From an optimization exercise on the open Yosys and OpenROAD flow, aimed at small area; shortcuts taken in it are not production practice.
Function was checked by simulation only, so behaviour that the tests miss may differ from the original.
Power and IR drop assume default switching activity. The clock port is modelled as an ideal driver; clocking choices that lean on that would not hold on a real chip.

==> flow/design.v <==
`timescale 1ns/1ps
module uart_axil_bridge_top #(
    parameter int N_BANKS       = 4,
    parameter int REGS_PER_BANK = 8,
    parameter int CLKS_PER_BIT  = 8
) (
    input  logic aclk,
    input  logic aresetn,
    input  logic rxd,
    output logic txd
);
    localparam logic [3:0] ST_START = 4'd15;
    localparam logic [3:0] ST_STOP  = 4'd8;
    localparam logic [3:0] ST_PEND  = 4'd10;    
    localparam logic [3:0] ST_ACT   = 4'd11;    
    localparam logic [3:0] ST_CLR   = 4'd12;    
    localparam logic [3:0] ST_IDLE  = 4'd14;
    logic [1:0]   sync;
    logic [6:0]   t;
    logic [7:0]   f [8];
    logic [127:0] g [8];
    logic         rx_busy;
    logic [2:0]   rx_bit;
    logic [3:0]   rx_byte;
    logic         rb;
    logic         cand_wr;        
    logic         op_ok;          
    logic         err;            
    logic [3:0]   st;
    logic [3:0]   tx_by;
    logic         nb;
    logic         ph0;
    logic         clr;
    logic         pend;
    logic         act;
    logic         rx_wr;
    logic         rx_last;
    logic         ftap;
    logic         fresh;
    logic         txv;
    logic [1:0]   w;
    logic         gout;
    logic         wbit;
    logic         cbit;
    logic         win0;
    logic         g_wr;
    logic         f_cp;
    logic         in_set;
    assign ph0     = t[2:0] == 3'd0;
    assign clr     = st == ST_CLR;
    assign pend    = st == ST_PEND;
    assign act     = st == ST_ACT;
    assign rx_wr   = !rx_byte[3] && t[2:0] == rx_bit;
    assign rx_last = rx_wr && rx_byte[2:0] == 3'd7 && rx_bit == 3'd7;
    always_comb
    begin
        case (rx_byte[2:0])
            3'd0:    in_set = rx_bit >= 3'd5;
            3'd1:    in_set = rx_bit >= 3'd2;
            3'd2,
            3'd3:    in_set = 1'b1;
            default: in_set = 1'b0;
        endcase
    end
    assign w    = {f[0][4], f[0][3]};
    assign gout = g[tx_by[2:0]][0];
    assign wbit = f[{1'b1, t[4:3]}][0];
    assign cbit = gout && !err;
    assign win0 = pend && t[4:0] == 5'd31 && t[6:5] == w;
    assign g_wr = act && cand_wr && !err;
    assign f_cp = act && !cand_wr;
    assign ftap  = f[tx_by[2:0]][0];
    assign fresh = (t[2:0] == st[2:0]) ? ftap : nb;
    always_comb
    begin
        if (st[3])
        begin
            txv = st != ST_START;
        end
        else if (tx_by[3])
        begin
            txv = !st[2] ? err : (st[1:0] == 2'd0) ? !cand_wr : !txd;
        end
        else
        begin
            txv = fresh;
        end
    end
    always_ff @(posedge aclk)
    begin
        sync <= {sync[0], rxd};
        if (!aresetn)
        begin
            t       <= 7'd1;
            rx_busy <= 1'b0;
            rx_bit  <= 3'd7;
            rx_byte <= 4'd14;
            st      <= ST_CLR;
            txd     <= 1'b1;
        end
        else
        begin
            t <= t + 1'b1;
            if (ph0)
            begin
                if (!rx_busy)
                begin
                    rx_busy <= !sync[1];
                end
                else
                begin
                    rx_bit <= rx_bit + 1'b1;
                    if (rx_bit == 3'd6)
                    begin
                        rx_busy <= 1'b0;
                    end
                    if (rx_bit == 3'd7)
                    begin
                        rx_byte <= rx_byte + 1'b1;
                    end
                end
                txd <= txv;
            end
            if (rx_last)
            begin
                rx_byte <= 4'd14;
            end
            case (st)
                ST_STOP:
                begin
                    if (ph0) st <= (tx_by == 4'd7) ? ST_IDLE : ST_START;
                end
                ST_PEND:
                begin
                    if (win0) st <= ST_ACT;
                end
                ST_ACT:
                begin
                    if (t[4:0] == 5'd31) st <= ST_START;
                end
                ST_CLR:
                begin
                    if (t == 7'd0) st <= ST_IDLE;
                end
                ST_START, 4'd0, 4'd1, 4'd2, 4'd3, 4'd4, 4'd5, 4'd6, 4'd7:
                begin
                    if (ph0) st <= st + 1'b1;
                end
                default:
                begin
                    if (rx_last && op_ok) st <= ST_PEND;
                end
            endcase
        end
    end
    always_ff @(posedge aclk)
    begin
        if (ph0 && rx_busy)
        begin
            rb <= sync[1];
        end
        if (rx_wr)
        begin
            if (rx_byte[2:0] == 3'd0 && rx_bit == 3'd0)
            begin
                err <= 1'b0;
            end
            else if (rb && in_set)
            begin
                err <= 1'b1;
            end
        end
        if (rx_byte == 4'd15 && t[2:0] == rx_bit && rx_bit[2])
        begin
            case (rx_bit[1:0])
                2'd0: begin cand_wr <= !rb; op_ok <= 1'b1; end
                2'd1, 2'd3: op_ok <= op_ok && (rb == cand_wr);
                default: op_ok <= op_ok && (rb != cand_wr);
            endcase
        end
        if (win0)
        begin
            tx_by[2:0] <= {f[1][2], f[1][1], f[0][5]};
        end
        else if (act && t[4:0] == 5'd31)
        begin
            tx_by <= 4'd15;
        end
        else if (ph0 && st == ST_STOP)
        begin
            tx_by <= tx_by + 1'b1;
        end
        nb <= fresh;
    end
    always_ff @(posedge aclk)
    begin
        for (int b = 0; b < 8; b++)
        begin
            if (rx_wr && rx_byte[2:0] == 3'(b))
            begin
                f[b] <= {rb, f[b][7:1]};
            end
            else if (f_cp && b >= 4 && t[4:3] == 2'(b - 4))
            begin
                f[b] <= {cbit, f[b][7:1]};
            end
            else
            begin
                f[b] <= {f[b][0], f[b][7:1]};
            end
        end
    end
    always_ff @(posedge aclk)
    begin
        for (int l = 0; l < 8; l++)
        begin
            g[l] <= {clr ? 1'b0 : (g_wr && tx_by[2:0] == 3'(l)) ? wbit : g[l][0], g[l][127:1]};
        end
    end
endmodule
export LEC_CHECK = 0
export CAP_MARGIN = 20
export CORE_MARGIN = 2
export CORE_UTILIZATION = 65
export PLACE_DENSITY = 0.75
export SLEW_MARGIN = 20
create_clock -name core_clock -period 5.0 [get_ports {aclk}]
standard.sh (not shown) runs the stock make flow with config.mk's settings and CLKGATE_MAP_FILE= SYNTH_SCRIPT=/design/flow/synth_recipe.tcl, a recipe that flattens the netlist after the stock synthesis.
==> flow/flow/run.sh <==
#!/bin/bash
# The standard ORFS layout (standard.sh) with these changes:
# - synthesis maps the combinational logic for area (flow/mysynth.tcl) and
#   leaves adders to abc instead of half/full adder cells;
# - clock tree synthesis inserts no dummy loads, clusters 34 flip-flops per
#   clkbuf_16 and uses clkbuf_4 above the leaf buffers.
# All of make's output goes to make_finish.log; ORFS keeps each step's log
# under orfs/logs/.
set -euo pipefail
export FLOW_WORK="$PWD"
bash standard.sh ADDER_MAP_FILE= SYNTH_SCRIPT="$PWD/flow/mysynth.tcl" \
    CTS_ARGS="-sink_clustering_enable -repair_clock_nets -sink_clustering_size 34 -sink_clustering_max_diameter 100 -dont_use_dummy_load -root_buf sky130_fd_sc_hd__clkbuf_4 -buf_list {sky130_fd_sc_hd__clkbuf_4 sky130_fd_sc_hd__clkbuf_16} -sink_clustering_buffer sky130_fd_sc_hd__clkbuf_16" \
    finish > make_finish.log 2>&1
==> flow/flow/mysynth.tcl <==
# synth_recipe.tcl (the standard synthesis) with only the technology mapping of
# the combinational logic changed: abc runs an area-oriented script (with a
# 30 s &deepsyn pass) instead of ORFS's delay-oriented one. Flip-flops are
# mapped before abc runs, so the registers, their names and their cells are
# the standard synthesis's.
proc abc {args} {
  set out {}
  set i 0
  while {$i < [llength $args]} {
    set a [lindex $args $i]
    if {$a eq "-script" || $a eq "-constr" || $a eq "-D"} {
      incr i 2
      continue
    }
    lappend out $a
    incr i
  }
  yosys abc {*}$out -script "+strash;&get,-n;&st;&deepsyn,-T,30;&dch,-f;&nf,-R,1000;&put;"
}
source $::env(FLOW_WORK)/synth_recipe.tcl
The baseline went through all stages and came out clean.
Edit:
--- a/flow/flow/run.sh
+++ b/flow/flow/run.sh
@@ -10,4 +10,4 @@
 export FLOW_WORK="$PWD"
 bash standard.sh ADDER_MAP_FILE= SYNTH_SCRIPT="$PWD/flow/mysynth.tcl" \
-    CTS_ARGS="-sink_clustering_enable -repair_clock_nets -sink_clustering_size 34 -sink_clustering_max_diameter 100 -dont_use_dummy_load -root_buf sky130_fd_sc_hd__clkbuf_4 -buf_list {sky130_fd_sc_hd__clkbuf_4 sky130_fd_sc_hd__clkbuf_16} -sink_clustering_buffer sky130_fd_sc_hd__clkbuf_16" \
+    CTS_ARGS="-sink_clustering_enable -repair_clock_nets -sink_clustering_size 36 -sink_clustering_max_diameter 100 -dont_use_dummy_load -root_buf sky130_fd_sc_hd__clkbuf_4 -buf_list {sky130_fd_sc_hd__clkbuf_4 sky130_fd_sc_hd__clkbuf_16} -sink_clustering_buffer sky130_fd_sc_hd__clkbuf_16" \
     finish > make_finish.log 2>&1
Result: Core utilization stays flat. Global-route usage went down by 1.4 points. Register-to-register slack stays flat. Clock power went down by about 2%. Die area hardly moves. Total power came out lower by 0.93%. Clock-buffer cell count decreases by 1. Design area is about the same. Non-clock buffer count stays the same. Area after synthesis hardly moves.
Edit:
==> flow/flow/run.sh (replaced) <==
#!/bin/bash
# The standard ORFS layout (standard.sh) with these changes:
# - synthesis maps the combinational logic for area (flow/mysynth.tcl) and
#   leaves adders to abc instead of half/full adder cells;
# - clock tree synthesis inserts no dummy loads, clusters up to 38 flip-flops per
#   clkbuf_16 and uses clkbuf_4 above the leaf buffers.
# All of make's output goes to make_finish.log; ORFS keeps each step's log
# under orfs/logs/.
set -euo pipefail
export FLOW_WORK="$PWD"
bash standard.sh ADDER_MAP_FILE= SYNTH_SCRIPT="$PWD/flow/mysynth.tcl" \
    CTS_ARGS="-sink_clustering_enable -repair_clock_nets -sink_clustering_size 38 -sink_clustering_max_diameter 150 -dont_use_dummy_load -root_buf sky130_fd_sc_hd__clkbuf_4 -buf_list {sky130_fd_sc_hd__clkbuf_4 sky130_fd_sc_hd__clkbuf_16} -sink_clustering_buffer sky130_fd_sc_hd__clkbuf_16" \
    finish > make_finish.log 2>&1
CORE_UTILIZATION = 85   (was 65)
PLACE_DENSITY = 0.92   (was 0.75)
Effect:
- With this change the flow aborted during detailed placement (3_5_place_dp)
- synthesized cell count is unchanged
- area after synthesis stays the same
Edit:
==> flow/flow/run.sh (replaced) <==
#!/bin/bash
# The standard ORFS layout (standard.sh) with these changes:
# - synthesis maps the combinational logic for area (flow/mysynth.tcl) and
#   leaves adders to abc instead of half/full adder cells;
# - clock tree synthesis inserts no dummy loads, clusters up to 35 flip-flops per
#   clkbuf_16 and uses clkbuf_4 above the leaf buffers.
# All of make's output goes to make_finish.log; ORFS keeps each step's log
# under orfs/logs/.
set -euo pipefail
export FLOW_WORK="$PWD"
bash standard.sh ADDER_MAP_FILE= SYNTH_SCRIPT="$PWD/flow/mysynth.tcl" \
    CTS_ARGS="-sink_clustering_enable -repair_clock_nets -sink_clustering_size 35 -sink_clustering_max_diameter 150 -dont_use_dummy_load -root_buf sky130_fd_sc_hd__clkbuf_4 -buf_list {sky130_fd_sc_hd__clkbuf_4 sky130_fd_sc_hd__clkbuf_16} -sink_clustering_buffer sky130_fd_sc_hd__clkbuf_16" \
    finish > make_finish.log 2>&1
CORE_UTILIZATION = 65   (was 85)
PLACE_DENSITY = 0.75   (was 0.92)
=> With this change the flow finished clean; area after synthesis is unchanged; synthesized cell count is unchanged.
Edit:
==> flow/run.sh (new file) <==
#!/bin/bash
# synth_recipe.tcl (not shown) runs the flow's synth.tcl, then flattens the netlist and writes it again
# the make line also repeats each setting of config.mk as NAME=value (left out here)
make -C /OpenROAD-flow-scripts/flow DESIGN_CONFIG=/design/flow/config.mk WORK_HOME=/design/flow/orfs CLKGATE_MAP_FILE= SYNTH_SCRIPT=/design/flow/synth_recipe.tcl finish
CTS_CLUSTER_DIAMETER = 100   (was not set)
CTS_CLUSTER_SIZE = 34   (was not set)
removed: flow/flow/run.sh
removed: flow/flow/mysynth.tcl
removed: flow/standard.sh
Outcome: Hold slack gains 0.079 ns. Clock-buffer cell count rises by 8. Setup slack gets better by 0.12 ns. Via count goes up by a few percent. Utilization came out higher by 0.15 points. Power grows by a few percent. Die area grows by a few percent. Non-clock buffer count does not change. Critical path depth is unchanged. Sequential share of layout area decreases by 2.5 points.

[re-timing with driven ports]
Ports are ideal in the flow. The routed layouts listed here were re-timed in OpenROAD. Step 1 (the two cells are an assumption about what drives the block):
set clk [get_ports {aclk}]
set_driving_cell -lib_cell sky130_fd_sc_hd__clkbuf_16 $clk
set_driving_cell -lib_cell sky130_fd_sc_hd__buf_2 [delete_from_list [all_inputs] $clk]
Step 2 times the ports against the registers' clock, not the clock port: input delays grow and output delays shrink by t, the midpoint of the rising clock arrivals with the driver on. Slacks: ideal ports / drivers / drivers and shift; pairs: ideal ports / drivers.
run	t, ns	setup slack, ns	cell pins on the clock port's net
the first run	0.824	2.299 / 2.255 / 2.536	1
the second run	0.822	2.268 / 2.219 / 2.556	1
the fourth run	0.795	2.368 / 2.320 / 2.528	1
the fifth run	0.610	2.484 / 2.434 / 2.196	1
After both steps setup and hold are still met in every run listed. The setup slack of the fifth run, which loses most, moves by -0.050 ns with the drivers and by -0.288 ns with both steps.
